This is an optimization exercise on Yosys and OpenROAD, whose aim is small area, a short achievable clock period and few clock cycles per item, not a production implementation. The RTL was checked by simulation tests, not by an equivalence proof against the original design.

==> design.v <==
package fpalu_pkg;
	localparam int FIELD_BITS    = 32;
	localparam int OP_BITS       = 3;
	localparam int FRAC_BITS_DEF = 8;
	localparam int WORD_BITS_DEF = 32;
	typedef enum logic [OP_BITS-1:0] {
		OP_ADD = 3'd0,
		OP_SUB = 3'd1,
		OP_MUL = 3'd2,
		OP_DIV = 3'd3,
		OP_MIN = 3'd4,
		OP_MAX = 3'd5
	} op_t;
	typedef struct packed {
		logic [OP_BITS-1:0]           operation;
		logic signed [FIELD_BITS-1:0] operand_a;
		logic signed [FIELD_BITS-1:0] operand_b;
	} in_item_t;
	typedef struct packed {
		logic signed [FIELD_BITS-1:0] result;
		logic                         a_less;
		logic                         a_equal;
		logic                         a_greater;
		logic                         divide_by_zero;
	} out_item_t;
	typedef struct packed {
		logic               valid;
		logic [OP_BITS-1:0] op;
		logic               a_less;
		logic               a_equal;
		logic               a_greater;
		logic               div_zero;
		logic               neg;
	} ctrl_t;
endpackage
module fixed_point_q24_8_alu_unit #(
	parameter int WORD_BITS = fpalu_pkg::WORD_BITS_DEF,
	parameter int FRAC_BITS = fpalu_pkg::FRAC_BITS_DEF
) (
	input  logic      clk,
	input  logic      arst_n,
	input  logic      req_valid,
	output logic      req_ready,
	input  fpalu_pkg::in_item_t  req,
	output logic      rsp_valid,
	input  logic      rsp_ready,
	output fpalu_pkg::out_item_t rsp
);
	localparam logic [1:0] ST_FIRST = 2'd0;
	localparam logic [1:0] ST_SHIFT = 2'd1;
	localparam logic [1:0] ST_ITER  = 2'd2;
	localparam logic [1:0] ST_FIN   = 2'd3;
	logic        e_valid;
	logic [1:0]  e_st;
	logic [2:0]  e_op;
	logic [31:0] ea, eb;      
	logic [7:0]  sl, cl;      
	logic [30:0] xr;          
	logic        bx;          
	logic [39:0] xs;          
	logic [5:0]  cnt;
	logic        m_prev;
	logic        f_lt, f_eq, f_gt, f_dz, f_neg;
	fpalu_pkg::out_item_t out_q, sk_q, item;
	logic        out_valid_q, sk_valid_q;
	logic        is_div, is_mul, first, done, push, adv;
	assign is_div = (e_op == fpalu_pkg::OP_DIV);
	assign is_mul = (e_op == fpalu_pkg::OP_MUL);
	assign first  = (e_st == ST_FIRST);
	assign done   = (first && !is_div && !is_mul) || (e_st == ST_FIN);
	assign adv    = ~sk_valid_q;
	assign push   = adv & e_valid & done;
	assign req_ready = adv & (~e_valid | done);
	logic [39:0] sum;
	logic [31:0] trial, dx;
	logic [32:0] dif;
	assign sum   = {ea, sl} + {eb, cl};
	assign trial = {xr, xs[39]};
	assign dx    = first ? ea : trial;
	assign dif   = {1'b0, dx} - {1'b0, eb};
	logic lt, eq, gt;
	assign lt = (ea[31] ^ eb[31]) ? ea[31] : dif[32];
	assign eq = ea == eb;
	assign gt = ~lt & ~eq;
	function automatic logic [5:0] lz32(input logic [31:0] v);
		lz32 = 6'd32;
		for (int i = 0; i < 32; i++) if (v[i]) lz32 = 6'(31 - i);
	endfunction
	logic [31:0] abs_a, abs_b;
	logic [5:0]  lza_raw, lzb_raw;
	logic [6:0]  lza_s, p0s;
	logic [5:0]  sh0;
	logic        qzero;
	assign abs_a   = ea[31] ? (~ea + 32'd1) : ea;
	assign abs_b   = eb[31] ? (~eb + 32'd1) : eb;
	assign lza_raw = lz32(ea ^ {32{ea[31]}});
	assign lzb_raw = lz32(eb ^ {32{eb[31]}});
	assign lza_s   = {1'b0, lza_raw} - {6'd0, (ea[31] && lza_raw != 6'd0)};
	assign p0s     = 7'd8 + {1'b0, lzb_raw} - lza_s;
	assign qzero   = p0s[6];
	assign sh0     = (p0s[5:0] >= 6'd39) ? 6'd0 : (6'd39 - p0s[5:0]);
	logic [70:0] dshift;
	assign dshift = {31'd0, ea, 8'd0} << cnt;
	logic ge;
	assign ge = ~dif[32];
	logic [39:0] ma, ms, mc, x0, x1, pp0, pp1s, s1, c1, c1s, s2, c2, c2s;
	logic [31:0] mb;
	logic        bprev;
	logic        n0, o0, t0, n1, o1, t1;
	logic        mdone;
	assign ma    = first ? {{8{ea[31]}}, ea} : xs;
	assign mb    = first ? eb : {xr, bx};
	assign ms    = first ? 40'd0 : {ea, sl};
	assign mc    = first ? 40'd0 : {eb, cl};
	assign bprev = first ? 1'b0 : m_prev;
	assign n0 = mb[1] & ~(mb[0] & bprev);
	assign o0 = mb[0] ^ bprev;
	assign t0 = (mb[1] & ~mb[0] & ~bprev) | (~mb[1] & mb[0] & bprev);
	assign n1 = mb[3] & ~(mb[2] & mb[1]);
	assign o1 = mb[2] ^ mb[1];
	assign t1 = (mb[3] & ~mb[2] & ~mb[1]) | (~mb[3] & mb[2] & mb[1]);
	assign x0 = {40{o0}} & ma | {40{t0}} & {ma[38:0], 1'b0};
	assign x1 = {40{o1}} & ma | {40{t1}} & {ma[38:0], 1'b0};
	assign pp0  = x0 ^ {40{n0}};
	assign pp1s = {x1[37:0] ^ {38{n1}}, n1, n1};
	assign s1  = ms ^ mc ^ pp0;
	assign c1  = (ms & mc) | (ms & pp0) | (mc & pp0);
	assign c1s = {c1[38:0], n0};
	assign s2  = s1 ^ c1s ^ pp1s;
	assign c2  = (s1 & c1s) | (s1 & pp1s) | (c1s & pp1s);
	assign c2s = {c2[38:0], n1};
	assign mdone = (mb[31:3] == '0) | (mb[31:3] == '1);
	logic [31:0] q_signed;
	assign q_signed = f_neg ? (~xs[31:0] + 32'd1) : xs[31:0];
	always_comb begin
		item = '0;
		case (e_op)
			fpalu_pkg::OP_ADD, fpalu_pkg::OP_MUL: item.result = sum[39:8];
			fpalu_pkg::OP_SUB: item.result = dif[31:0];
			fpalu_pkg::OP_MIN: item.result = lt ? ea : eb;
			fpalu_pkg::OP_MAX: item.result = gt ? ea : eb;
			fpalu_pkg::OP_DIV: item.result = q_signed;
			default:           item.result = '0;
		endcase
		if (first) begin
			item.a_less    = lt;
			item.a_equal   = eq;
			item.a_greater = gt;
		end else begin
			item.a_less    = f_lt;
			item.a_equal   = f_eq;
			item.a_greater = f_gt;
		end
		item.divide_by_zero = is_div & f_dz;
	end
	always_ff @(posedge clk or negedge arst_n) begin
		if (!arst_n) begin
			e_valid <= 1'b0;
			e_st    <= ST_FIRST;
		end else if (adv) begin
			if (req_ready) begin
				e_valid <= req_valid;
				e_st    <= ST_FIRST;
			end else begin
				case (e_st)
					ST_FIRST: begin
						if (is_div) e_st <= (eb == '0 || qzero) ? ST_FIN : ST_SHIFT;
						else        e_st <= mdone ? ST_FIN : ST_ITER;
					end
					ST_SHIFT: e_st <= ST_ITER;
					ST_ITER: begin
						if (is_div) e_st <= (cnt == 6'd39) ? ST_FIN : ST_ITER;
						else        e_st <= mdone ? ST_FIN : ST_ITER;
					end
					default: e_st <= ST_FIRST;
				endcase
			end
		end
	end
	always_ff @(posedge clk) begin
		if (adv) begin
			if (req_ready) begin
				e_op <= req.operation;
				ea   <= req.operand_a;
				eb   <= req.operand_b;
				sl   <= '0;
				cl   <= '0;
			end else if (is_div) begin
				case (e_st)
					ST_FIRST: begin
						ea    <= abs_a;
						eb    <= abs_b;
						cnt   <= sh0;
						xs    <= '0;
						f_lt  <= lt;
						f_eq  <= eq;
						f_gt  <= gt;
						f_dz  <= (eb == '0);
						f_neg <= ea[31] ^ eb[31];
					end
					ST_SHIFT: begin
						xr <= dshift[70:40];
						xs <= dshift[39:0];
					end
					ST_ITER: begin
						xr  <= ge ? dif[30:0] : trial[30:0];
						xs  <= {xs[38:0], ge};
						cnt <= cnt + 6'd1;
					end
					default: ;
				endcase
			end else if (e_st != ST_FIN) begin
				if (first) begin
					f_lt  <= lt;
					f_eq  <= eq;
					f_gt  <= gt;
					f_dz  <= 1'b0;
				end
				xs          <= {ma[35:0], 4'd0};
				{xr, bx}    <= {{4{mb[31]}}, mb[31:4]};
				m_prev      <= mb[3];
				{ea, sl}    <= s2;
				{eb, cl}    <= c2s;
			end
		end
	end
	logic take;
	assign take = out_valid_q & rsp_ready;
	always_ff @(posedge clk or negedge arst_n) begin
		if (!arst_n) begin
			out_valid_q <= 1'b0;
			sk_valid_q  <= 1'b0;
		end else if (take || !out_valid_q) begin
			if (sk_valid_q) begin
				out_valid_q <= 1'b1;
				sk_valid_q  <= 1'b0;
			end else begin
				out_valid_q <= push;
			end
		end else if (push) begin
			sk_valid_q <= 1'b1;
		end
	end
	always_ff @(posedge clk) begin
		if (take || !out_valid_q) out_q <= sk_valid_q ? sk_q : item;
		if (!sk_valid_q) sk_q <= item;
	end
	assign rsp_valid = out_valid_q;
	assign rsp       = out_q;
endmodule
==> run.sh <==
#!/bin/bash
# synth_recipe.tcl (not shown) runs the flow's synth.tcl, then flattens the netlist and writes it again
# the make line also repeats each setting of config.mk as NAME=value (left out here)
make -C /OpenROAD-flow-scripts/flow DESIGN_CONFIG=/design/flow/config.mk WORK_HOME=/design/flow/orfs CLKGATE_MAP_FILE= SYNTH_SCRIPT=/design/flow/synth_recipe.tcl finish
==> config.mk <==
export PLATFORM = sky130hd
export DESIGN_NAME = fixed_point_q24_8_alu_unit
export DESIGN_NICKNAME = fixed_point_q24_8_alu_unit
export VERILOG_FILES = /design/flow/design.v
export SDC_FILE = /design/flow/constraint.sdc
export NUM_CORES = 4
export LEC_CHECK = 0
export CAP_MARGIN = 20
export CORE_MARGIN = 2
export CORE_UTILIZATION = 45
export PLACE_DENSITY = 0.6
export SETUP_SLACK_MARGIN = 5
export SLEW_MARGIN = 20
==> constraint.sdc <==
create_clock -name core_clock -period 9.0 [get_ports {clk}]
set_input_delay 1.8000 -clock core_clock [delete_from_list [all_inputs] [get_ports {clk}]]
set_output_delay 1.8000 -clock core_clock [all_outputs]
set_load 0.01 [all_outputs]
==> metrics.csv, run 1 <==
stage;metric;value;unit
worst_setup_path;r2r_slack;3800;ps
timing;final-setup-viol-count;0;
yosys;async_reset_ff_share;2.05;%
place;globalplace.congestion;1.14;
min_path;hold_path_depth;2;
cts;ctsHoldBuffers;0;
place;dp_hpwl;99.8;mm
timing;fmax;192;MHz
cts;path_clk_slew;70;ps
layout;synthToLayoutAreaGrowth;29.5;%
route;vias;29027;
global_route;first_global_vias;27250;
route;viasPerCell;7.14;
min_path;min_from;sk_q[25];
timing;drv_slew;0;
yosys;ys_seq_area_share;27.1;%
layout;utilization;58.9;%
worst_setup_path;path_class;reg -> reg;
yosys;ys_ff_latch;244;
worst_setup_path;start_kind;flip-flop;
yosys;synth_edf_count;203;
timing;slew_headroom;11.7;%
route;wl_per_cell;35.9;um
cts;ctsRootBufferMaster;clkbuf_16;
job;drv_cap;0;
yosys;synthCells;3087;
global_route;grt_pass1_wl;197;mm
timing;rsz0062_at_grt;true;
yosys;synthTopCellsByArea;edfxtp_1 (24%), xnor2_1 (6.7%), fa_1 (6.3%);
yosys;syn_nets;3333;
cts;cts_buffers;31;
timing;finalHoldViolations;0;
min_path;hold_path_end;sk_q[25];
global_route;grt.total_usage;46.5;%
global_route;grt_antenna_before_repair;8;
route;dr.pass1.iters;13;
cts;cts_max_path_buffers;3;
cts;cts_tree;done;
timing;post-route-period-util;57.8;%
layout;layout-drive-gt1-share;22.1;%
yosys;yosysWarnings;1;
route;drc;0;
outcome;run_status;complete, no violations;
worst_setup_path;crit_start;eb[7];
worst_setup_path;worst-path-max-fanout;13;
layout;num-fill-cells;4914;
die;pin_count;109;
timing;worst_pin_slew;1290;ps
die;die_w;242;um
min_path;hp-class;reg -> reg;
route;drt_iter0_markers;5337;
route;drt-total-wl;146;mm
timing;finClkSkew;46.1;ps
die;row_count;87;
worst_setup_path;end_kind;flip-flop;
worst_setup_path;worstRegToRegCells;25;
yosys;netlist.area_leader.share;23.8;%
die;start_util;45.5;%
worst_setup_path;timing.rr.end;cnt[2];
yosys;syn_area;25600;um^2
yosys;synth_top_cell_by_area;edfxtp_1;
die;core;56300;um^2
global_route;overflow;0;
cts;htree_num_levels;1;
layout;final_nets;3529;
die;die_h;242;um
yosys;ys_types;81;
yosys;avgSynthCellArea;8.29;um^2
timing;min_period;5200;ps
cts;clock_latency;660;ps
place;io_buffers;108;
die;dieArea;58800;um^2
cts;cts.sinks;244;
worst_setup_path;worstPathArrival;5600;ps
timing;tns;0;ps
route;ant_nets;0;
worst_setup_path;cp.required;9400;ps
global_route;grt_max_degree;72;
worst_setup_path;rr_startpoint;eb[7];
yosys;ys.flop_type;edfxtp_1;
layer usage:
layer / global-route usage (%) / share of wire [%] / routed length (um) / vias up
li1: - / - / - / 11718
met1: 59.2 / 35 / 51700 / 13991
met2: 65.2 / 40 / 58400 / 2596
met3: 17.3 / 15 / 22100 / 716
met4: 31.8 / 9.3 / 13600 / 6
met5: 0 / 0.064 / 93 / -
metrics by stage:
stage | cell area (um^2) | hold slack (ps) | setup slack, ps | std cells
4_1_cts | 31100 | 471 | 3980 | 3991
2_1_floorplan | 25800 | 430 | 4030 | 3087
5_1_grt | 33100 | 485 | 3600 | 4064
3_3_place_gp | 27600 | 449 | 2790 | 3802
6_report | 33100 | 469 | 3800 | 4066
3_5_place_dp | 27600 | 456 | 2700 | 3802
sequential cells by signal, summed over array words and instances (netlist names), 2 cells and up:
signal,cells
cl,8
cnt,6
e_op,3
e_st,2
ea,32
eb,32
out_q,36
sk_q,36
sl,8
xr,31
xs,40
final cells by class:
cell class	instances	area [um^2]	area share (%)
multi-input combinational	2416	18900	56.9
sequential	244	6940	20.9
timing repair buffer	417	4560	13.7
clock buffer	44	961	2.90
tap	756	946	2.85
inverter	173	696	2.10
clock inverter	14	180	0.544
antenna	2	5.00	0.0151
synth_stat cells (9+ instances only):
library cell,n
buf_2,11
o21a_1,9
buf_1,35
nand3_1,70
a22o_1,14
o41ai_1,13
or2_2,11
clkbuf_1,209
nand2b_1,34
a211oi_1,16
xnor2_1,195
o22ai_1,45
fa_1,80
inv_1,165
or3_1,14
a22oi_1,112
and3_1,13
o211ai_1,26
a21oi_1,170
a21o_1,47
a31oi_1,21
mux2i_1,108
dfxtp_1,36
ha_1,95
a32oi_1,11
o31ai_1,34
a21boi_0,10
a222oi_1,21
nor3_1,42
nor4_1,35
mux2_2,21
and2_1,31
nor2b_1,50
xor2_1,30
o221ai_1,29
nor2_1,292
nand2_1,292
o21ai_0,226
edfxtp_1,203
nand4_1,26
mux4_2,17
o21bai_1,17
a221oi_1,59
cells by family (layout without fill, tap and decap cells):
family / after synthesis / in the layout / share of synthesized area (%)
flops: 244 / 244 / 27.1
mux: 146 / 146 / 6.65
compound gates: 940 / 941 / 24.7
buf+inv: 428 / 648 / 6.33
fa+ha+maj: 175 / 175 / 10.9
xor+xnor: 225 / 225 / 7.70
other cells: 0 / 2 / 0
simple gates: 929 / 929 / 16.6
placed cells by master, fill, tap and decap left out, types with 18 or more instances in the layout:
cell type / netlist / final
ha_1: 95 / 84
o22ai_1: 45 / 43
buf_4: 0 / 188
edfxtp_1: 203 / 203
a222oi_1: 21 / 21
o21ai_0: 226 / 158
and2_1: 31 / 30
fa_2: 0 / 32
nand2b_1: 34 / 31
buf_6: 0 / 63
nor2b_1: 50 / 44
fa_1: 80 / 48
nand2_1: 292 / 277
clkbuf_16: 0 / 45
dfxtp_1: 36 / 36
xnor2_1: 195 / 183
o211ai_1: 26 / 26
nor4_1: 35 / 32
nor3_1: 42 / 39
nand3_1: 70 / 67
a221oi_2: 2 / 41
o21ai_1: 3 / 52
a31oi_1: 21 / 18
xor2_1: 30 / 28
clkdlybuf4s50_1: 0 / 107
buf_12: 0 / 21
nor2_1: 292 / 272
a22oi_1: 112 / 108
mux2i_1: 108 / 94
nand4_1: 26 / 26
o31ai_1: 34 / 26
inv_1: 165 / 156
o221ai_2: 0 / 19
a21oi_1: 170 / 134
a21oi_2: 2 / 28
a21o_1: 47 / 47
repair_timing:
action                     CTS  global route
setup buffers              114            59
gates resized for setup    250           290
hold endpoints to repair     0             0
pin swaps                   90           183
setup endpoints to repair  190           160
cloned                      17            12
worst max-delay path, cell delays in order (launching register included):
cell and delay [ps]:
edfxtp_1 340, buf_6 200, clkinvlp_4 240, a2111oi_4 380
o31ai_2 130, a21oi_1 160, o2111ai_1 150, a31oi_1 270
o21ai_1 110, a2111oi_2 390, o31ai_1 110, a21oi_1 210
nor3_2 80, o31ai_4 440, ha_2 290, fa_2 220
a21oi_2 50, nor2_1 90, nor2_1 70, xnor2_1 130
inv_1 80, ha_2 180, nand4b_1 110, a31oi_1 150
nor2_1 90, a22o_1 250
worst max path at each step:
stage	end	cells after the start
global placement	out_q[27]	17
detailed placement	out_q[27]	17
global route	cnt[4]	25
finish	cnt[2]	25
CTS	cnt[2]	25
floorplan	out_q[34]	25
Testbench counts, summed over its fixed seeds: cycles 120,184, items 32,000.
==> run 2: changes to the inputs <==
--- a/design.v
+++ b/design.v
@@ -47,7 +47,6 @@
 	output fpalu_pkg::out_item_t rsp
 );
 	localparam logic [1:0] ST_FIRST = 2'd0;
-	localparam logic [1:0] ST_SHIFT = 2'd1;
 	localparam logic [1:0] ST_ITER  = 2'd2;
 	localparam logic [1:0] ST_FIN   = 2'd3;
 	logic        e_valid;
@@ -61,16 +60,17 @@
 	logic [5:0]  cnt;
 	logic        m_prev;
 	logic        f_lt, f_eq, f_gt, f_dz, f_neg;
-	fpalu_pkg::out_item_t out_q, sk_q, item;
-	logic        out_valid_q, sk_valid_q;
-	logic        is_div, is_mul, first, done, push, adv;
+	fpalu_pkg::out_item_t out_q, item;
+	logic        out_valid_q;
+	logic        is_div, is_mul, first, done, push, adv, can_push;
 	assign is_div = (e_op == fpalu_pkg::OP_DIV);
 	assign is_mul = (e_op == fpalu_pkg::OP_MUL);
 	assign first  = (e_st == ST_FIRST);
 	assign done   = (first && !is_div && !is_mul) || (e_st == ST_FIN);
-	assign adv    = ~sk_valid_q;
-	assign push   = adv & e_valid & done;
-	assign req_ready = adv & (~e_valid | done);
+	assign can_push = ~out_valid_q | rsp_ready;
+	assign adv    = ~(e_valid & done) | can_push;
+	assign push   = e_valid & done & can_push;
+	assign req_ready = ~e_valid | (done & can_push);
 	logic [39:0] sum;
 	logic [31:0] trial, dx;
 	logic [32:0] dif;
@@ -83,8 +83,33 @@
 	assign eq = ea == eb;
 	assign gt = ~lt & ~eq;
 	function automatic logic [5:0] lz32(input logic [31:0] v);
-		lz32 = 6'd32;
-		for (int i = 0; i < 32; i++) if (v[i]) lz32 = 6'(31 - i);
+		logic [15:0]      v1;
+		logic [15:0][0:0] c1;
+		logic [7:0]       v2;
+		logic [7:0][1:0]  c2;
+		logic [3:0]       v3;
+		logic [3:0][2:0]  c3;
+		logic [1:0]       v4;
+		logic [1:0][3:0]  c4;
+		logic [4:0]       c5;
+		for (int i = 0; i < 16; i++) begin
+			v1[i] = v[2*i+1] | v[2*i];
+			c1[i] = ~v[2*i+1];
+		end
+		for (int i = 0; i < 8; i++) begin
+			v2[i] = v1[2*i+1] | v1[2*i];
+			c2[i] = v1[2*i+1] ? {1'b0, c1[2*i+1]} : {1'b1, c1[2*i]};
+		end
+		for (int i = 0; i < 4; i++) begin
+			v3[i] = v2[2*i+1] | v2[2*i];
+			c3[i] = v2[2*i+1] ? {1'b0, c2[2*i+1]} : {1'b1, c2[2*i]};
+		end
+		for (int i = 0; i < 2; i++) begin
+			v4[i] = v3[2*i+1] | v3[2*i];
+			c4[i] = v3[2*i+1] ? {1'b0, c3[2*i+1]} : {1'b1, c3[2*i]};
+		end
+		c5 = v4[1] ? {1'b0, c4[1]} : {1'b1, c4[0]};
+		lz32 = (v4[1] | v4[0]) ? {1'b0, c5} : 6'd32;
 	endfunction
 	logic [31:0] abs_a, abs_b;
 	logic [5:0]  lza_raw, lzb_raw;
@@ -100,7 +125,7 @@
 	assign qzero   = p0s[6];
 	assign sh0     = (p0s[5:0] >= 6'd39) ? 6'd0 : (6'd39 - p0s[5:0]);
 	logic [70:0] dshift;
-	assign dshift = {31'd0, ea, 8'd0} << cnt;
+	assign dshift = {31'd0, abs_a, 8'd0} << sh0;
 	logic ge;
 	assign ge = ~dif[32];
 	logic [39:0] ma, ms, mc, x0, x1, pp0, pp1s, s1, c1, c1s, s2, c2, c2s;
@@ -164,10 +189,9 @@
 			end else begin
 				case (e_st)
 					ST_FIRST: begin
-						if (is_div) e_st <= (eb == '0 || qzero) ? ST_FIN : ST_SHIFT;
+						if (is_div) e_st <= (eb == '0 || qzero) ? ST_FIN : ST_ITER;
 						else        e_st <= mdone ? ST_FIN : ST_ITER;
 					end
-					ST_SHIFT: e_st <= ST_ITER;
 					ST_ITER: begin
 						if (is_div) e_st <= (cnt == 6'd39) ? ST_FIN : ST_ITER;
 						else        e_st <= mdone ? ST_FIN : ST_ITER;
@@ -188,19 +212,15 @@
 			end else if (is_div) begin
 				case (e_st)
 					ST_FIRST: begin
-						ea    <= abs_a;
 						eb    <= abs_b;
 						cnt   <= sh0;
-						xs    <= '0;
+						xr    <= dshift[70:40];
+						xs    <= (eb == '0 || qzero) ? 40'd0 : dshift[39:0];
 						f_lt  <= lt;
 						f_eq  <= eq;
 						f_gt  <= gt;
 						f_dz  <= (eb == '0);
 						f_neg <= ea[31] ^ eb[31];
-					end
-					ST_SHIFT: begin
-						xr <= dshift[70:40];
-						xs <= dshift[39:0];
 					end
 					ST_ITER: begin
 						xr  <= ge ? dif[30:0] : trial[30:0];
@@ -224,26 +244,15 @@
 			end
 		end
 	end
-	logic take;
-	assign take = out_valid_q & rsp_ready;
 	always_ff @(posedge clk or negedge arst_n) begin
 		if (!arst_n) begin
 			out_valid_q <= 1'b0;
-			sk_valid_q  <= 1'b0;
-		end else if (take || !out_valid_q) begin
-			if (sk_valid_q) begin
-				out_valid_q <= 1'b1;
-				sk_valid_q  <= 1'b0;
-			end else begin
-				out_valid_q <= push;
-			end
-		end else if (push) begin
-			sk_valid_q <= 1'b1;
+		end else if (can_push) begin
+			out_valid_q <= push;
 		end
 	end
 	always_ff @(posedge clk) begin
-		if (take || !out_valid_q) out_q <= sk_valid_q ? sk_q : item;
-		if (!sk_valid_q) sk_q <= item;
+		if (push) out_q <= item;
 	end
 	assign rsp_valid = out_valid_q;
 	assign rsp       = out_q;
--- a/config.mk
+++ b/config.mk
@@ -5,6 +5,7 @@
 export SDC_FILE = /design/flow/constraint.sdc
 export NUM_CORES = 4
 export LEC_CHECK = 0
+export ABC_AREA = 1
 export CAP_MARGIN = 20
 export CORE_MARGIN = 2
 export CORE_UTILIZATION = 45
==> run 2 against run 1 <==
Against the previous run:
- clock-buffer cell count shrank 15
- sequential share of layout area shrank 4.2 points
- cell area grew 11%
- still clean
==> metrics.csv, run 2 <==
stage;metric;value;unit
cts;cts.sinks;207;
layout;num-fill-cells;5261;
timing;finClkSkew;40.2;ps
layout;largest_register;xs;
cts;ctsRootBufferMaster;clkbuf_16;
worst_setup_path;cp_common_cell;nand2_2;
route;vias;34092;
yosys;async_reset_ff_share;1.93;%
cts;path_clk_slew;70;ps
yosys;ys.flop_type;edfxtp_1;
cts;cts_tree;done;
place;globalplace.congestion;1.06;
place;dp_hpwl;109;mm
yosys;synthCells;4097;
global_route;grt_pass1_wl;207;mm
worst_setup_path;slowest_stage;edfxtp_1;
die;die_w;247;um
yosys;synth_most_common_cell;nand2_1;
timing;worst_pin_slew;1090;ps
layout;reg.largest.list;xs: 40 flops, out_q: 36 flops;
cts;cts_max_path_buffers;3;
timing;finalHoldViolations;0;
yosys;avgSynthCellArea;6.48;um^2
global_route;overflow;0;
timing;min_period;5410;ps
timing;rsz0062_at_grt;true;
yosys;synthTopCellsByArea;edfxtp_1 (23%), nand2_1 (14%), nand3_1 (9.0%);
yosys;syn_nets;4339;
worst_setup_path;start_kind;flip-flop;
cts;htree_num_levels;1;
yosys;yosysWarnings;1;
layout;largest_reg_flops;40;
layout;layout_commonest_cell;nand2_1;
layout;layout_common_cells;nand2_1 (840), nor2_1 (433), inv_1 (382);
route;drt_iter0_markers;5713;
worst_setup_path;cp.required;9320;ps
die;die_h;247;um
worst_setup_path;cpPeakStageDelay;460;ps
yosys;ys_types;60;
cts;clock_latency;620;ps
yosys;syn_area;26600;um^2
yosys;synth_top_cell_by_area;edfxtp_1;
global_route;first_global_vias;29403;
outcome;run_status;complete, no violations;
die;core;58700;um^2
timing;slew_headroom;26.4;%
route;dr.pass1.iters;8;
yosys;synth_common_cells;nand2_1 (977), nor2_1 (498), nand3_1 (480);
worst_setup_path;worstPathArrival;5730;ps
job;drv_cap;0;
route;drt-total-wl;157;mm
yosys;netlist.area_leader.share;23.0;%
timing;fmax;185;MHz
yosys;ys_ff_latch;207;
layout;finalNonFillerCells;5185;
route;drc;0;
route;ant_nets;0;
worst_setup_path;worst-path-max-fanout;23;
timing;hold_ws;557;ps
timing;drv_slew;0;
timing;final-setup-viol-count;0;
route;viasPerCell;6.58;
place;place_inst;4848;
layout;layout-drive-gt1-share;24.7;%
worst_setup_path;path_class;reg -> reg;
global_route;grt_max_degree;65;
timing;tns;0;ps
route;wl_per_cell;30.2;um
min_path;hp-class;reg -> reg;
timing;post-route-period-util;60.1;%
layout;final_nets;4633;
die;dieArea;61000;um^2
global_route;grt_antenna_before_repair;6;
cts;cts_buffers;26;
place;place_area;29400;um^2
die;start_util;45.3;%
layout;synthToLayoutAreaGrowth;39.0;%
yosys;synth_edf_count;203;
die;pin_count;109;
yosys;ys_seq_area_share;23.3;%
global_route;grt.total_usage;47.1;%
worst_setup_path;end_kind;flip-flop;
layout;final_area;36900;um^2
die;row_count;89;
place;io_buffers;108;
run 2: cell types whose count changed in the layout (fill, tap and decap cells not counted), moves of 68 or more:
cell	before	now
nand2_2	10	95
inv_1	156	382
xor2_1	28	135
a22oi_1	108	0
nor2_1	272	433
nand3_1	67	217
mux2i_1	94	0
nand2_1	277	840
o211ai_1	26	94
xnor2_1	183	18
a21oi_1	134	208
nand3_4	0	90
nand3_2	3	174
run 2: layout make-up:
cell class / instances / area [um^2] / area share, %
Antenna cell: 2 / 5.00 / 0.0136
Timing Repair inverter: 9 / 126 / 0.342
Clock buffer: 29 / 662 / 1.79
Tap cell: 773 / 967 / 2.62
Clock inverter: 18 / 201 / 0.545
Sequential cell: 207 / 6200 / 16.8
Multi-Input combinational cell: 3263 / 22100 / 59.8
Timing Repair Buffer: 455 / 4950 / 13.4
Inverter: 429 / 1750 / 4.74
run 2: repair_timing:
action / in CTS / in global routing
gates cloned: 32 / 29
endpoints found under the setup margin: 186 / 135
pin swaps: 53 / 181
buffers inserted: 98 / 129
gates resized for setup: 244 / 580
hold buffers: 0 / 0
run 2: through the flow:
step	utilization, %	worst slack (ps)
4_1_cts	55.7	3810
3_3_place_gp	50.1	2040
6_report	62.9	3590
2_1_floorplan	-	4320
5_1_grt	62.9	3400
3_5_place_dp	50.1	1990
run 2: logic make-up after synthesis:
family,after synthesis,synth area share (%)
AO/OA/AOI/OAI,765,17.0
adder cells (fa/ha/maj),171,10.3
AND/OR/NAND/NOR,2143,34.4
buffers and inverters,647,9.59
flip-flops,207,23.3
XOR/XNOR,164,5.44
run 2: worst paths after layout:
| check | startpoint | to | slack (ps) | cells after the start |
|---|---|---|---|---|
| max in group asynchronous | arst_n | e_st[0] | 7390 | 1 |
| min in group asynchronous | arst_n | e_valid | 1400 | 1 |
| max | ea[31] | xr[9] | 3590 | 35 |
| min | f_dz | out_q[0] | 560 | 2 |
| min reg2reg | f_dz | out_q[0] | 560 | 2 |
| max reg2reg | ea[31] | xr[9] | 3590 | 35 |
run 2: layer usage:
metal	up-vias	routed length (um)	global-route usage [%]
met4	6	17100	35.5
met3	896	21600	11.8
met5	-	42	0
met2	2937	62700	68.5
met1	15728	55100	59.9
li1	14525	-	-
run 2: critical path, delay by kind of cell (launching register included):
| kind | cells | cell delay [ps] |
|---|---|---|
| AOI/OAI and AO/OA | 2 | 220 |
| buffers and inverters | 7 | 1000 |
| DFF | 1 | 460 |
| and+or+nand+nor | 23 | 2750 |
| adders and majority gates | 3 | 670 |
Testbench counts of run 2, summed over its fixed seeds: cycles 116,668, items 32,000.
==> run 3: changes to the inputs <==
--- a/design.v
+++ b/design.v
@@ -58,7 +58,10 @@
 	logic        bx;          
 	logic [39:0] xs;          
 	logic [5:0]  cnt;
+	logic [5:0]  sh_q;        
+	logic        qz_q;        
 	logic        m_prev;
+	logic        m_swap;      
 	logic        f_lt, f_eq, f_gt, f_dz, f_neg;
 	fpalu_pkg::out_item_t out_q, item;
 	logic        out_valid_q;
@@ -66,22 +69,25 @@
 	assign is_div = (e_op == fpalu_pkg::OP_DIV);
 	assign is_mul = (e_op == fpalu_pkg::OP_MUL);
 	assign first  = (e_st == ST_FIRST);
-	assign done   = (first && !is_div && !is_mul) || (e_st == ST_FIN);
+	assign done   = (first && !is_div && !is_mul) || (e_st == ST_FIN) || (is_div && e_st == ST_ITER && cnt == 6'd38);
 	assign can_push = ~out_valid_q | rsp_ready;
 	assign adv    = ~(e_valid & done) | can_push;
 	assign push   = e_valid & done & can_push;
 	assign req_ready = ~e_valid | (done & can_push);
 	logic [39:0] sum;
-	logic [31:0] trial, dx;
-	logic [32:0] dif;
 	assign sum   = {ea, sl} + {eb, cl};
-	assign trial = {xr, xs[39]};
-	assign dx    = first ? ea : trial;
-	assign dif   = {1'b0, dx} - {1'b0, eb};
+	logic [32:0] trial, dx;
+	logic [33:0] dif;
+	assign trial = {xr, xs[39:38]};
+	assign dx    = first ? {1'b0, ea} : trial;
+	assign dif   = {1'b0, dx} - {2'b0, eb};
 	logic lt, eq, gt;
-	assign lt = (ea[31] ^ eb[31]) ? ea[31] : dif[32];
+	assign lt = (ea[31] ^ eb[31]) ? ea[31] : dif[33];
 	assign eq = ea == eb;
 	assign gt = ~lt & ~eq;
+	logic flt, fgt;
+	assign flt = m_swap ? gt : lt;
+	assign fgt = m_swap ? lt : gt;
 	function automatic logic [5:0] lz32(input logic [31:0] v);
 		logic [15:0]      v1;
 		logic [15:0][0:0] c1;
@@ -112,22 +118,38 @@
 		lz32 = (v4[1] | v4[0]) ? {1'b0, c5} : 6'd32;
 	endfunction
 	logic [31:0] abs_a, abs_b;
-	logic [5:0]  lza_raw, lzb_raw;
-	logic [6:0]  lza_s, p0s;
-	logic [5:0]  sh0;
 	logic        qzero;
+	logic [5:0]  lza_req, lzb_req;
+	logic [6:0]  sht;
+	logic        qz_req;
+	logic [5:0]  sh_req;
+	assign lza_req = lz32(req.operand_a[31] ? {~req.operand_a[30:0], 1'b1} : req.operand_a);
+	assign lzb_req = lz32(req.operand_b ^ {32{req.operand_b[31]}});
+	assign sht     = {1'b0, lza_req} + {1'b0, ~lzb_req};    
+	assign qz_req  = sht > 7'd71;                            
+	assign sh_req  = (sht < 7'd32) ? 6'd0 : {sht[5:1] - 5'd16, 1'b0};
+	assign qzero   = qz_q;
 	assign abs_a   = ea[31] ? (~ea + 32'd1) : ea;
 	assign abs_b   = eb[31] ? (~eb + 32'd1) : eb;
-	assign lza_raw = lz32(ea ^ {32{ea[31]}});
-	assign lzb_raw = lz32(eb ^ {32{eb[31]}});
-	assign lza_s   = {1'b0, lza_raw} - {6'd0, (ea[31] && lza_raw != 6'd0)};
-	assign p0s     = 7'd8 + {1'b0, lzb_raw} - lza_s;
-	assign qzero   = p0s[6];
-	assign sh0     = (p0s[5:0] >= 6'd39) ? 6'd0 : (6'd39 - p0s[5:0]);
 	logic [70:0] dshift;
-	assign dshift = {31'd0, abs_a, 8'd0} << sh0;
-	logic ge;
-	assign ge = ~dif[32];
+	assign dshift = {31'd0, abs_a, 8'd0} << sh_q;
+	logic [32:0] b3;
+	logic [33:0] dif2, dif3;
+	logic [1:0]  qd;
+	logic [30:0] rem4;
+	assign dif2 = {1'b0, trial} - {1'b0, eb, 1'b0};
+	assign dif3 = {1'b0, trial} - {1'b0, b3};
+	assign qd   = !dif3[33] ? 2'd3 : !dif2[33] ? 2'd2 : !dif[33] ? 2'd1 : 2'd0;
+	always_comb begin
+		case (qd)
+			2'd3:    rem4 = dif3[30:0];
+			2'd2:    rem4 = dif2[30:0];
+			2'd1:    rem4 = dif[30:0];
+			default: rem4 = trial[30:0];
+		endcase
+	end
+	logic       swap_req;
+	assign swap_req = (req.operation == fpalu_pkg::OP_MUL) && (lza_req > lzb_req);
 	logic [39:0] ma, ms, mc, x0, x1, pp0, pp1s, s1, c1, c1s, s2, c2, c2s;
 	logic [31:0] mb;
 	logic        bprev;
@@ -155,8 +177,12 @@
 	assign c2  = (s1 & c1s) | (s1 & pp1s) | (c1s & pp1s);
 	assign c2s = {c2[38:0], n1};
 	assign mdone = (mb[31:3] == '0) | (mb[31:3] == '1);
+	logic [29:0] xs_neg;
 	logic [31:0] q_signed;
-	assign q_signed = f_neg ? (~xs[31:0] + 32'd1) : xs[31:0];
+	assign xs_neg   = ~xs[29:0] + 30'd1;
+	assign q_signed = (e_st == ST_FIN) ? 32'd0 :
+	                  !f_neg ? {xs[29:0], qd} :
+	                  (qd != 2'd0) ? {~xs[29:0], 2'd0 - qd} : {xs_neg, 2'b00};
 	always_comb begin
 		item = '0;
 		case (e_op)
@@ -168,9 +194,9 @@
 			default:           item.result = '0;
 		endcase
 		if (first) begin
-			item.a_less    = lt;
+			item.a_less    = flt;
 			item.a_equal   = eq;
-			item.a_greater = gt;
+			item.a_greater = fgt;
 		end else begin
 			item.a_less    = f_lt;
 			item.a_equal   = f_eq;
@@ -193,7 +219,7 @@
 						else        e_st <= mdone ? ST_FIN : ST_ITER;
 					end
 					ST_ITER: begin
-						if (is_div) e_st <= (cnt == 6'd39) ? ST_FIN : ST_ITER;
+						if (is_div) e_st <= ST_ITER;
 						else        e_st <= mdone ? ST_FIN : ST_ITER;
 					end
 					default: e_st <= ST_FIRST;
@@ -205,15 +231,19 @@
 		if (adv) begin
 			if (req_ready) begin
 				e_op <= req.operation;
-				ea   <= req.operand_a;
-				eb   <= req.operand_b;
-				sl   <= '0;
-				cl   <= '0;
+				ea     <= swap_req ? req.operand_b : req.operand_a;
+				eb     <= swap_req ? req.operand_a : req.operand_b;
+				sh_q   <= sh_req;
+				qz_q   <= qz_req;
+				m_swap <= swap_req;
+				sl     <= '0;
+				cl     <= '0;
 			end else if (is_div) begin
 				case (e_st)
 					ST_FIRST: begin
 						eb    <= abs_b;
-						cnt   <= sh0;
+						b3    <= {1'b0, abs_b} + {abs_b, 1'b0};
+						cnt   <= sh_q;
 						xr    <= dshift[70:40];
 						xs    <= (eb == '0 || qzero) ? 40'd0 : dshift[39:0];
 						f_lt  <= lt;
@@ -223,17 +253,17 @@
 						f_neg <= ea[31] ^ eb[31];
 					end
 					ST_ITER: begin
-						xr  <= ge ? dif[30:0] : trial[30:0];
-						xs  <= {xs[38:0], ge};
-						cnt <= cnt + 6'd1;
+						xr  <= rem4;
+						xs  <= {xs[37:0], qd};
+						cnt <= cnt + 6'd2;
 					end
 					default: ;
 				endcase
 			end else if (e_st != ST_FIN) begin
 				if (first) begin
-					f_lt  <= lt;
+					f_lt  <= flt;
 					f_eq  <= eq;
-					f_gt  <= gt;
+					f_gt  <= fgt;
 					f_dz  <= 1'b0;
 				end
 				xs          <= {ma[35:0], 4'd0};
--- a/config.mk
+++ b/config.mk
@@ -5,10 +5,9 @@
 export SDC_FILE = /design/flow/constraint.sdc
 export NUM_CORES = 4
 export LEC_CHECK = 0
-export ABC_AREA = 1
 export CAP_MARGIN = 20
 export CORE_MARGIN = 2
 export CORE_UTILIZATION = 45
 export PLACE_DENSITY = 0.6
-export SETUP_SLACK_MARGIN = 5
+export SETUP_SLACK_MARGIN = 2.5
 export SLEW_MARGIN = 20
==> run 3 against run 2 <==
Against the previous run:
- die area increased by 24%
- critical endpoint is now xr[16]
- register-to-register slack got worse by 1100 ps
- cell count about the same
- clock skew increased by 7.5 ps
- fmax decreased by 16%
- utilization decreased by 13 points
==> metrics.csv, run 3 <==
stage;metric;value;unit
yosys;avgSynthCellArea;7.89;um^2
cts;ctsRootBufferMaster;clkbuf_16;
layout;reg.largest.list;xs: 40 flops, out_q: 36 flops, b3: 33 flops;
layout;final_area;36700;um^2
layout;layout-drive-gt1-share;6.96;%
outcome;run_status;complete, no violations;
yosys;synth_edf_count;242;
route;drt-total-wl;186;mm
timing;final-setup-viol-count;0;
layout;final_nets;4522;
layout;largest_reg_flops;40;
yosys;yosysWarnings;1;
cts;cts.sinks;246;
global_route;grt_max_degree;81;
worst_setup_path;slowest_stage;edfxtp_1;
route;ant_nets;0;
worst_setup_path;timing.rr.end;xr[16];
worst_setup_path;worstRegToRegCells;14;
route;wl_per_cell;36.0;um
layout;synthToLayoutAreaGrowth;11.0;%
yosys;syn_nets;4528;
layout;finalNonFillerCells;5180;
worst_setup_path;cpPeakStageDelay;710;ps
yosys;syn_area;33100;um^2
cts;cts_buffers;35;
place;place_area;35300;um^2
global_route;grt_pass1_wl;258;mm
worst_setup_path;path_class;reg -> reg;
worst_setup_path;cp_cell_sequence;inv_1 -> fa_1 -> a211oi_1 -> o211ai_1 -> a41oi_2 -> a211oi_1 -> a2111o_1 -> a21oi_4 -> inv_2 -> ha_1 -> buf_4 -> a221o_1 -> a21oi_1 -> o21ai_0;
timing;drv_slew;0;
die;row_count;99;
place;io_buffers;108;
yosys;async_reset_ff_share;1.63;%
cts;cts_tree;done;
global_route;overflow;0;
worst_setup_path;cp_top_family;compound AO/OA/AOI/OAI gates;
min_path;min_from;f_dz;
route;dr.pass1.iters;6;
timing;slew_headroom;16.7;%
timing;min_period;6470;ps
min_path;hold_path_end;out_q[0];
global_route;grt_antenna_before_repair;15;
die;die_w;275;um
layout;largest_register;xs;
place;dp_slack;1640;ps
yosys;ys_types;101;
place;globalplace.congestion;1.13;
worst_setup_path;start_kind;flip-flop;
yosys;synth_common_cells;nand2_1 (486), nor2_1 (302), a21oi_1 (290);
place;dp_hpwl;143;mm
cts;htree_num_levels;2;
yosys;ys.flop_type;edfxtp_1;
cts;ctsHoldBuffers;0;
worst_setup_path;worst-path-max-fanout;13;
die;pin_count;109;
cts;path_clk_slew;60;ps
worst_setup_path;worst-path-buf-inv;3;
layout;layout_common_cells;nand2_1 (485), nor2_1 (297), a21oi_1 (289);
yosys;synthCells;4192;
yosys;synth_top_cell_by_area;edfxtp_1;
global_route;grt.total_usage;48.0;%
timing;worst_pin_slew;1240;ps
timing;finalHoldViolations;0;
die;start_util;45.4;%
yosys;synthTopCellsByArea;edfxtp_1 (22%), ha_1 (6.9%), xnor2_1 (5.7%);
die;die_h;275;um
worst_setup_path;cp.required;9300;ps
worst_setup_path;r2r_slack;2530;ps
timing;rsz0062_at_grt;false;
yosys;ys_ff_latch;246;
timing;finClkSkew;47.7;ps
worst_setup_path;cp_common_cell;a211oi_1;
yosys;synth_most_common_cell;nand2_1;
route;viasPerCell;7.19;
min_path;hp-class;reg -> reg;
timing;worst_slack;2530;ps
worst_setup_path;cp_num_cells;14;
yosys;ys_seq_area_share;22.3;%
place;place_inst;5099;
worst_setup_path;end_kind;flip-flop;
die;core;72800;um^2
min_path;hold_path_depth;1;
cts;clock_latency;600;ps
worst_setup_path;worstPathArrival;6770;ps
route;drc;0;
timing;post-route-period-util;71.9;%
worst_setup_path;rr_startpoint;eb[1];
cts;cts_max_path_buffers;3;
layout;layout_commonest_cell;nand2_1;
route;drt_iter0_markers;5832;
die;dieArea;75600;um^2
timing;fmax;155;MHz
route;vias;37246;
timing;hold_ws;532;ps
timing;tns;0;ps
global_route;first_global_vias;33964;
yosys;netlist.area_leader.share;22.0;%
job;drv_cap;0;
run 3: through the flow:
stage,utilization (%)
floorplan,-
global route,50.4
global placement,48.5
CTS,50.3
finish,50.4
detailed placement,48.5
run 3: kinds of logic after synthesis:
logic type      count (synthesis)  synth area share [%]
mux                           133                  4.23
flops                         246                  22.3
fa+ha+maj                     265                  11.9
xor+xnor                      260                  6.89
compound gates               1384                  28.2
simple gates                 1432                  21.0
buf+inv                       472                  5.45
run 3: worst max-delay path by stage:
stage                 start      to
floorplan           e_st[0]  xr[29]
finish                eb[1]  xr[16]
global route        req[31]   eb[5]
global placement    req[31]  eb[30]
CTS                   eb[1]  xr[28]
detailed placement  req[31]   eb[5]
run 3: metal layers:
metal	up-vias	part of all wire (%)	global-route usage (%)
met5	-	0.035	0
met4	10	8.6	33.5
met3	732	14	17.7
met2	2850	40	67.3
met1	17880	37	60.7
li1	15774	-	-
run 3: cell type report:
class / instances / area (um^2)
diodes: 9 / 22.5
repair buffers: 236 / 2090
inverters: 186 / 698
multi-input cells: 3481 / 24100
flip-flops and latches: 246 / 7370
clock buffers: 42 / 923
clock inverters: 21 / 275
fillers: 7210 / 36100
well taps: 959 / 1200
run 3: worst register-to-register path, delay by kind of cell, from the launching register on:
| kind | cells | cell delay, ps |
|---|---|---|
| adders and majority gates | 2 | 1070 |
| buffers and inverters | 3 | 1090 |
| DFF | 1 | 710 |
| AOI/OAI and AO/OA | 9 | 3340 |
run 3: timing repair:
| action | CTS | global route |
|---|---|---|
| buffers inserted | 2 | 0 |
| gates resized for setup | 6 | 5 |
| gates cloned | 5 | 2 |
| setup endpoints to repair | 64 | 80 |
| pin swaps | 3 | 1 |
Testbench counts of run 3, summed over its fixed seeds: cycles 83,188, items 32,000.
==> run 4: changes to the inputs <==
--- a/design.v
+++ b/design.v
@@ -68,7 +68,8 @@
 	logic        is_div, is_mul, first, done, push, adv, can_push;
 	assign is_div = (e_op == fpalu_pkg::OP_DIV);
 	assign is_mul = (e_op == fpalu_pkg::OP_MUL);
-	assign first  = (e_st == ST_FIRST);
+	logic        e_first;
+	assign first  = e_first;
 	assign done   = (first && !is_div && !is_mul) || (e_st == ST_FIN) || (is_div && e_st == ST_ITER && cnt == 6'd38);
 	assign can_push = ~out_valid_q | rsp_ready;
 	assign adv    = ~(e_valid & done) | can_push;
@@ -208,11 +209,14 @@
 		if (!arst_n) begin
 			e_valid <= 1'b0;
 			e_st    <= ST_FIRST;
+			e_first <= 1'b1;
 		end else if (adv) begin
 			if (req_ready) begin
 				e_valid <= req_valid;
 				e_st    <= ST_FIRST;
+				e_first <= 1'b1;
 			end else begin
+				e_first <= 1'b0;
 				case (e_st)
 					ST_FIRST: begin
 						if (is_div) e_st <= (eb == '0 || qzero) ? ST_FIN : ST_ITER;
--- a/config.mk
+++ b/config.mk
@@ -9,5 +9,5 @@
 export CORE_MARGIN = 2
 export CORE_UTILIZATION = 45
 export PLACE_DENSITY = 0.6
-export SETUP_SLACK_MARGIN = 2.5
+export SETUP_SLACK_MARGIN = 4
 export SLEW_MARGIN = 20
==> run 4 against run 3 <==
Against the previous run:
- via count is 3.8% lower
- still clean on timing, DRC and antenna
- critical path depth is 2 lower
- non-clock buffer count is 67 higher
- setup slack better by 1400 ps
- fmax is 29% higher
- cell count is 0.66% lower
- register-to-register slack better by 1400 ps
- sequential cell count is 1 higher
- die area is 2.6% lower
- critical path type unchanged
==> metrics.csv, run 4 <==
stage;metric;value;unit
worst_setup_path;slowest_stage;mux2i_1;
global_route;first_global_vias;32904;
layout;layout_commonest_cell;nand2_1;
yosys;netlist.area_leader.share;22.6;%
global_route;use_met2;65.4;%
place;dp_slack;2500;ps
worst_setup_path;cpPeakStageDelay;720;ps
global_route;use_met1;59.3;%
route;drt_iter0_markers;5247;
worst_setup_path;end_kind;flip-flop;
layout;layout-drive-gt1-share;11.1;%
yosys;synth_edf_count;242;
cts;path_clk_slew;60;ps
yosys;synthCells;4072;
die;die_h;271;um
yosys;synth_most_common_cell;nand2_1;
route;drt-total-wl;178;mm
worst_setup_path;cp_cell_sequence;inv_1 -> ha_1 -> or3b_2 -> nor4_4 -> a41oi_1 -> o31a_1 -> mux2i_1 -> mux2i_1 -> mux2i_1 -> o21ai_1 -> a2111oi_2 -> a21oi_1;
min_path;hp-class;reg -> reg;
die;start_util;45.3;%
timing;finClkSkew;43.7;ps
worst_setup_path;cp.required;9320;ps
worst_setup_path;crit_start;ea[0];
yosys;synth_top_cell_by_area;edfxtp_1;
global_route;grt_max_degree;70;
timing;finalHoldViolations;0;
die;row_count;98;
worst_setup_path;rr_startpoint;ea[0];
timing;fmax;199;MHz
worst_setup_path;worstPathArrival;5360;ps
outcome;run_status;complete, no violations;
yosys;syn_area;32200;um^2
worst_setup_path;path_class;reg -> reg;
die;dieArea;73700;um^2
cts;htree_num_levels;2;
route;wl_per_cell;34.5;um
timing;min_period;5040;ps
global_route;grt_use_met3;16.9;%
worst_setup_path;start_kind;flip-flop;
yosys;ys_seq_area_share;23.0;%
yosys;ys_types;109;
timing;tns;0;ps
job;drv_cap;0;
timing;worst_slack;3960;ps
yosys;ys_ff_latch;247;
worst_setup_path;cp_common_cell;mux2i_1;
worst_setup_path;timing.rr.end;xr[30];
die;core;71100;um^2
layout;reg.largest.list;xs: 40 flops, out_q: 36 flops, b3: 33 flops;
route;dr.pass1.iters;8;
yosys;synth_common_cells;nand2_1 (421), nor2_1 (354), o21ai_0 (314);
place;dp_hpwl;136;mm
timing;worst_pin_slew;1210;ps
place;globalplace.congestion;1.10;
route;viasPerCell;6.96;
global_route;busiest_layer;met2;
timing;final-setup-viol-count;0;
min_path;min_from;f_dz;
global_route;grt.total_usage;46.8;%
layout;largest_reg_flops;40;
cts;cts_buffers;36;
yosys;avgSynthCellArea;7.90;um^2
die;pin_count;109;
cts;clock_latency;600;ps
global_route;grt_antenna_before_repair;16;
timing;drv_slew;0;
worst_setup_path;worstRegToRegCells;12;
layout;final_nets;4496;
yosys;async_reset_ff_share;2.02;%
route;ant_nets;0;
worst_setup_path;r2r_slack;3960;ps
route;drc;0;
die;die_w;271;um
yosys;synthTopCellsByArea;edfxtp_1 (23%), ha_1 (7.1%), xnor2_1 (5.7%);
timing;rsz0062_at_grt;true;
global_route;grt_pass1_wl;247;mm
min_path;hold_path_depth;1;
layout;largest_register;xs;
layout;num-fill-cells;6930;
min_path;hold_path_end;out_q[0];
route;vias;35825;
cts;ctsRootBufferMaster;clkbuf_16;
place;io_buffers;108;
cts;cts_tree;done;
worst_setup_path;worst-path-max-fanout;9;
timing;post-route-period-util;56.0;%
global_route;overflow;0;
cts;cts.sinks;247;
cts;cts_max_path_buffers;3;
layout;multi_input_area;23800;um^2
layout;seqCellArea;7400;um^2
yosys;syn_nets;4408;
layout;synthToLayoutAreaGrowth;16.1;%
yosys;ys.flop_type;edfxtp_1;
layout;layout_common_cells;nand2_1 (420), nor2_1 (346), o21ai_0 (295);
timing;slew_headroom;19.3;%
yosys;yosysWarnings;1;
run 4: cell count changes after synthesis, sizes merged, moves of 24 or more:
| cell | previous run | this run |
|---|---|---|
| nand2 | 487 | 422 |
| and2 | 70 | 33 |
| a31oi | 102 | 73 |
| nand3 | 104 | 77 |
| a22oi | 48 | 86 |
| o22ai | 88 | 64 |
| clkbuf | 237 | 202 |
| o21ai | 256 | 324 |
| inv | 180 | 209 |
| nor2 | 302 | 356 |
| nor2b | 52 | 91 |
run 4: worst max-delay path by stage:
| stage | end | slack [ps] | depth (start not counted) |
|---|---|---|---|
| 4_1_cts | out_q[24] | 4010 | 15 |
| 3_5_place_dp | ea[3] | 2500 | 17 |
| 5_1_grt | xr[26] | 3930 | 15 |
| 2_1_floorplan | eb[26] | 4020 | 16 |
| 3_3_place_gp | ea[3] | 2500 | 17 |
| 6_report | xr[30] | 3960 | 12 |
run 4: per-stage QoR:
stage	cells	hold slack, ps	cell area [um^2]	util, %
2_1_floorplan	4072	486	32200	-
3_3_place_gp	5010	555	34700	48.7
3_5_place_dp	5011	564	34700	48.8
4_1_cts	5117	578	36700	51.6
5_1_grt	5138	600	37300	52.5
6_report	5146	575	37400	52.5
run 4: layer usage:
metal | vias up | wire length [um]
met5 | - | 114
met4 | 4 | 15900
met3 | 670 | 23500
met2 | 2696 | 70900
met1 | 17119 | 67200
li1 | 15336 | -
run 4: cell families after synthesis:
kind of cell | after synthesis | share of synthesized area [%]
and+or+nand+nor | 1344 | 20.0
AOI/OAI and AO/OA | 1342 | 27.4
DFF | 247 | 23.0
adders and majority gates | 266 | 12.3
xor gates and xnor gates | 262 | 7.13
muxes | 145 | 4.61
buffers and inverters | 466 | 5.56
run 4: layout make-up:
class | instances | share of cell area, %
Inverter | 211 | 2.21
Clock inverter | 23 | 0.840
Timing Repair Buffer | 303 | 7.74
Timing Repair inverter | 1 | 0.0134
Sequential cell | 247 | 19.8
Multi-Input combinational cell | 3360 | 63.6
Antenna cell | 8 | 0.0536
Clock buffer | 43 | 2.54
Tap cell | 950 | 3.18
run 4: timing repair:
action / 4_1_cts / 5_1_grt
setup buffers: 33 / 21
endpoints found under the setup margin: 154 / 127
hold buffers: 0 / 0
pin swaps: 13 / 16
gates resized for setup: 93 / 129
gates cloned: 7 / 0
run 4: critical path, delay by kind of cell, from the launching register on:
family / cells / cell delay, ps
compound gates: 5 / 1220
fa+ha+maj: 1 / 270
buf+inv: 1 / 260
flops: 1 / 560
mux: 3 / 1560
simple gates: 2 / 910
Testbench counts of run 4, summed over its fixed seeds: cycles 83,188, items 32,000.
==> run 5: changes to the inputs <==
--- a/config.mk
+++ b/config.mk
@@ -9,5 +9,5 @@
 export CORE_MARGIN = 2
 export CORE_UTILIZATION = 45
 export PLACE_DENSITY = 0.6
-export SETUP_SLACK_MARGIN = 4
+export SETUP_SLACK_MARGIN = 4.5
 export SLEW_MARGIN = 20
==> run 5 against run 4 <==
Against the previous run:
- worst hold slack worse by 48 ps
- critical endpoint is now eb[20]
- clock skew shrank 12 ps
- highest routed layer unchanged
- fmax increased by 5.9%
- die area unchanged
- routed wire length fell by 1.1%
==> metrics.csv, run 5 <==
stage;metric;value;unit
outcome;run_status;complete, no violations;
layout;final_nets;4590;
cts;ctsRootBufferMaster;clkbuf_16;
yosys;syn_area;32200;um^2
layout;largest_register;xs;
cts;cts.sinks;247;
worst_setup_path;rr_startpoint;eb[1];
job;drv_cap;0;
global_route;grt_pass1_wl;244;mm
timing;hold_ws;527;ps
yosys;ys_types;109;
layout;synthToLayoutAreaGrowth;23.7;%
global_route;grt.total_usage;45.7;%
yosys;ys_ff_latch;247;
route;wl_per_cell;33.5;um
timing;drv_slew;0;
yosys;async_reset_ff_share;2.02;%
place;place_area;34700;um^2
yosys;synthTopCellsByArea;edfxtp_1 (23%), ha_1 (7.1%), xnor2_1 (5.7%);
worst_setup_path;start_kind;primary input;
cts;htree_num_levels;2;
route;drt-total-wl;176;mm
global_route;first_global_vias;33409;
worst_setup_path;worstPathArrival;5030;ps
cts;cts_max_path_buffers;3;
timing;min_period;4760;ps
route;vias;36540;
layout;layout_common_cells;nand2_1 (407), nor2_1 (319), a21oi_1 (260);
route;drc;0;
die;dieArea;73700;um^2
yosys;yosysWarnings;1;
die;pin_count;109;
place;globalplace.congestion;1.14;
yosys;avgSynthCellArea;7.90;um^2
yosys;syn_nets;4408;
timing;rsz0062_at_grt;true;
yosys;synth_top_cell_by_area;edfxtp_1;
worst_setup_path;cp.required;9270;ps
yosys;ys_seq_area_share;23.0;%
cts;clock_latency;590;ps
timing;final-setup-viol-count;0;
global_route;grt_antenna_before_repair;9;
yosys;synth_edf_count;242;
yosys;netlist.area_leader.share;22.6;%
timing;worst_pin_slew;1230;ps
yosys;ys.flop_type;edfxtp_1;
global_route;grt_max_degree;95;
cts;cts_tree;done;
yosys;synth_common_cells;nand2_1 (421), nor2_1 (354), o21ai_0 (314);
die;start_util;45.3;%
layout;largest_reg_flops;40;
worst_setup_path;worst-path-max-fanout;7;
timing;finClkSkew;31.8;ps
timing;fmax;210;MHz
die;core;71100;um^2
route;drt_iter0_markers;6135;
worst_setup_path;end_kind;flip-flop;
die;die_h;271;um
min_path;hp-class;reg -> reg;
layout;reg.largest.list;xs: 40 flops, out_q: 36 flops, b3: 33 flops;
route;ant_nets;0;
place;io_buffers;108;
place;dp_hpwl;128;mm
yosys;synthCells;4072;
timing;finalHoldViolations;0;
die;row_count;98;
worst_setup_path;path_class;in -> reg;
place;dp_slack;2890;ps
min_path;min_from;f_dz;
die;die_w;271;um
timing;post-route-period-util;52.8;%
timing;slew_headroom;17.7;%
route;dr.pass1.iters;9;
layout;final_area;39800;um^2
layout;layout_commonest_cell;nand2_1;
global_route;overflow;0;
cts;path_clk_slew;60;ps
route;viasPerCell;6.98;
layout;layout-drive-gt1-share;18.2;%
timing;tns;0;ps
timing;worst_slack;4240;ps
worst_setup_path;crit_start;req[31];
cts;cts_buffers;35;
yosys;synth_most_common_cell;nand2_1;
## run 5: cell counts after synthesis
No cell type changed its count.
## run 5: layout make-up
cell class              count  area [um^2]
diodes                      5         12.5
clock buffers              39          891
clock inverters            24          397
fillers                  6617        31300
inverters                 211          836
multi-input cells        3362        25100
flip-flops and latches    247         7400
well taps                 950         1190
repair buffers            396         3940
repair inverters            1         7.51
## run 5: cell families (layout without fill, tap and decap cells)
family | after synthesis | after routing | share of synthesized area [%]
muxes | 145 | 145 | 4.61
buffers and inverters | 466 | 671 | 5.56
other | 0 | 5 | 0
DFF | 247 | 247 | 23.0
and+or+nand+nor | 1344 | 1347 | 20.0
AOI/OAI and AO/OA | 1342 | 1342 | 27.4
xor gates and xnor gates | 262 | 262 | 7.13
adders and majority gates | 266 | 266 | 12.3
## run 5: worst max-delay path, stage by stage
cell and delay (ps):
buf_8 100, buf_12 130, or4_4 550, nor2_4 130, a31oi_4 60, buf_6 150
a311oi_2 170, nor2_1 90, o221ai_2 290, and2_4 200, ha_4 190, nand3_2 60
nand3_2 90, a21oi_4 160, buf_12 150, buf_12 130, buf_12 120, buf_16 130
nor2b_4 40, a211oi_2 200, a31oi_1 60
## run 5: final timing paths
| path | end | slack (ps) | depth (start not counted) |
|---|---|---|---|
| worst max-delay path | eb[20] | 4240 | 21 |
| min in group asynchronous | e_st[0] | 1490 | 1 |
| worst max register to register | b3[30] | 4380 | 21 |
| worst min-delay path | out_q[0] | 530 | 1 |
| max in group asynchronous | e_first | 7210 | 1 |
| worst min register to register | out_q[0] | 530 | 1 |
## run 5: routing by layer
layer	vias up	global-route usage (%)	routed length, um
met5	-	0	37
met4	6	31.7	15200
met3	649	16.8	25100
met2	2789	64.3	70900
met1	17561	57.8	64300
li1	15535	-	-
## run 5: through the flow
step           cells  utilization (%)
2_1_floorplan   4072                -
3_3_place_gp    5004             48.7
3_5_place_dp    5004             48.7
4_1_cts         5175             53.9
5_1_grt         5230             55.9
6_report        5235             56.0
## run 5: what timing repair did
action / 4_1_cts / 5_1_grt
pin swaps: 88 / 84
setup endpoints to repair: 172 / 145
hold buffers: 0 / 0
buffers inserted: 90 / 48
gates resized for setup: 391 / 229
endpoints found under the hold margin: 0 / 0
gates cloned: 18 / 6
==> run 6: changes to the inputs <==
--- a/design.v
+++ b/design.v
@@ -75,6 +75,8 @@
 	assign adv    = ~(e_valid & done) | can_push;
 	assign push   = e_valid & done & can_push;
 	assign req_ready = ~e_valid | (done & can_push);
+	logic [31:0] add;
+	assign add   = ea + eb;
 	logic [39:0] sum;
 	assign sum   = {ea, sl} + {eb, cl};
 	logic [32:0] trial, dx;
@@ -187,7 +189,8 @@
 	always_comb begin
 		item = '0;
 		case (e_op)
-			fpalu_pkg::OP_ADD, fpalu_pkg::OP_MUL: item.result = sum[39:8];
+			fpalu_pkg::OP_ADD: item.result = add;
+			fpalu_pkg::OP_MUL: item.result = sum[39:8];
 			fpalu_pkg::OP_SUB: item.result = dif[31:0];
 			fpalu_pkg::OP_MIN: item.result = lt ? ea : eb;
 			fpalu_pkg::OP_MAX: item.result = gt ? ea : eb;
@@ -240,8 +243,6 @@
 				sh_q   <= sh_req;
 				qz_q   <= qz_req;
 				m_swap <= swap_req;
-				sl     <= '0;
-				cl     <= '0;
 			end else if (is_div) begin
 				case (e_st)
 					ST_FIRST: begin
==> run 6 against run 5 <==
Against the previous run:
- critical path depth unchanged
- still clean
- via count up 4.8%
- synthesized cell count rose by 5.1%
==> metrics.csv, run 6 <==
stage;metric;value;unit
yosys;synth_edf_count;242;
outcome;run_status;complete, no violations;
yosys;yosysWarnings;1;
yosys;syn_nets;4615;
worst_setup_path;worstPathArrival;5360;ps
yosys;netlist.area_leader.share;21.8;%
yosys;synth_top_cell_by_area;edfxtp_1;
die;die_h;276;um
timing;final-setup-viol-count;0;
layout;layout_commonest_cell;nand2_1;
worst_setup_path;path_class;reg -> reg;
die;pin_count;109;
global_route;grt_use_met3;13.5;%
worst_setup_path;rr_startpoint;eb[0];
timing;rsz0062_at_grt;true;
timing;fmax;200;MHz
global_route;use_met2;65.5;%
route;wl_per_cell;33.7;um
route;vias;38297;
layout;layout_common_cells;nand2_1 (407), nor2_1 (363), a21oi_1 (309);
global_route;grt.total_usage;46.9;%
global_route;grt_max_degree;88;
layout;layout-drive-gt1-share;16.5;%
global_route;busiest_layer;met2;
global_route;overflow;0;
yosys;ys_seq_area_share;22.2;%
layout;final_nets;4798;
route;drt_iter0_markers;5871;
timing;finalHoldViolations;0;
route;drt-total-wl;184;mm
min_path;hp-class;reg -> reg;
route;dr.pass1.iters;27;
place;dp_hpwl;139;mm
worst_setup_path;crit_end;b3[29];
place;globalplace.congestion;1.09;
layout;num-fill-cells;6845;
global_route;grt_antenna_before_repair;13;
worst_setup_path;worstRegToRegCells;21;
job;drv_cap;0;
yosys;ys.flop_type;edfxtp_1;
cts;ctsRootBufferMaster;clkbuf_16;
timing;drv_slew;0;
die;row_count;99;
yosys;synthTopCellsByArea;edfxtp_1 (22%), ha_1 (6.8%), xnor2_1 (5.4%);
yosys;syn_area;33300;um^2
worst_setup_path;timing.rr.end;b3[29];
[run 6: cell count changes in the layout (fill, tap and decap cells not counted), moves of 15 or more]
| cell | before | now |
|---|---|---|
| a21oi_1 | 260 | 309 |
| o21ai_0 | 240 | 265 |
| mux2i_1 | 118 | 138 |
| nor2_1 | 319 | 363 |
| buf_6 | 13 | 30 |
| and3_1 | 18 | 34 |
| nand3_1 | 69 | 109 |
| nand2b_1 | 47 | 67 |
| a211oi_2 | 33 | 3 |
| and2_1 | 31 | 14 |
| a21oi_2 | 28 | 43 |
| a31oi_1 | 65 | 41 |
[run 6: repair_timing]
item / in CTS / in global routing
cloned: 16 / 4
buffers inserted: 109 / 47
resized for setup: 347 / 212
hold buffers: 0 / 0
setup endpoints to repair: 192 / 151
pin swaps: 78 / 80
[run 6: worst min path at each step]
stage                 start     endpoint  slack, ps  cells after the start
floorplan           e_valid  out_valid_q        510                      2
global placement    e_valid      e_st[1]        560                      1
detailed placement  e_valid      e_st[1]        580                      1
CTS                    f_eq     out_q[2]        600                      1
global route           f_eq     out_q[2]        610                      1
finish                 f_eq     out_q[2]        610                      1
[run 6: cell type report]
type / count / area (um^2) / area share [%]
multi-input combinational: 3545 / 25900 / 63.5
sequential: 247 / 7400 / 18.2
timing repair buffer: 421 / 4190 / 10.3
tap: 959 / 1200 / 2.95
clock buffer: 41 / 941 / 2.31
inverter: 210 / 830 / 2.04
clock inverter: 24 / 267 / 0.655
antenna: 6 / 15.0 / 0.0369
[run 6: cells by family after synthesis]
group | Yosys count | synth area share, %
AOI/OAI and AO/OA | 1427 | 27.9
xor gates and xnor gates | 255 | 6.71
DFF | 247 | 22.2
buffers and inverters | 488 | 5.60
and+or+nand+nor | 1420 | 20.3
adders and majority gates | 267 | 11.9
muxes | 174 | 5.34
[run 6: critical path, cell delays in order (launching register included)]
cell and delay [ps]:
edfxtp_1 410, buf_8 200, clkinvlp_4 200, ha_1 260
and3_1 350, nand4_1 190, or3_4 400, or4_4 490
o21ai_2 180, xnor2_1 80, buf_4 170, ha_4 300
o21ai_2 50, nand2b_1 120, and3_4 200, o211ai_1 140
a31oi_1 230, o21a_1 160, o21a_1 190, o22ai_2 100
o21ba_2 210, xnor2_1 120
[run 6: layer usage]
metal | vias to the layer above | share of wire, %
li1 | 16310 | -
met5 | - | 0.092
met3 | 707 | 13
met2 | 2878 | 40
met4 | 6 | 9.2
met1 | 18396 | 38
[run 6: stage by stage]
step	setup slack (ps)	area (um^2)	hold WS, ps	utilization (%)
after floorplan	4020	33600	512	-
after global placement	2130	35800	562	48.9
after detailed placement	2010	35800	578	48.9
after CTS	4060	39400	597	53.9
after global routing	3880	40700	612	55.7
final	3990	40700	608	55.7
Testbench counts of run 6, summed over its fixed seeds: cycles 83,188, items 32,000.

==> afterwards: timing with drivers on the ports <==
The results above use ideal ports. As a check the final layouts listed here were re-extracted and re-timed, cells and wires unchanged. Step 1, drivers: a clkbuf_16 drives clk and a buf_2 each remaining input, both assumed. Step 2 moves the port delays by t, midway between the first and last clock arrival at a register: inputs arrive t later, outputs are due t later. That takes back most of the time a late clock gives input paths. Three values: ideal ports, drivers, drivers and shift; two values: the first two.
| run | t, ns | setup WS [ns] | worst setup path at the end | worst data-port slew with drivers (ns) | cell pins on the clock port's net |
|---|---|---|---|---|---|
| run 1 | 0.693 | 3.798 / 3.798 / 3.798 | register to register | 0.08 | 1 |
| run 2 | 0.657 | 3.592 / 3.592 / 3.592 | register to register | 0.08 | 1 |
| run 3 | 0.649 | 2.528 / 2.528 / 2.154 | input to register | 0.05 | 1 |
| run 4 | 0.649 | 3.964 / 3.964 / 3.474 | input to register | 0.09 | 1 |
| run 5 | 0.641 | 4.245 / 4.277 / 3.636 | input to register | 0.06 | 1 |
| run 6 | 0.653 | 3.989 / 3.989 / 3.544 | input to register | 0.06 | 1 |
After both steps setup and hold are still met in every run listed. The setup slack of run 5, which loses most, moves by +0.032 ns with the drivers and by -0.609 ns with both steps.
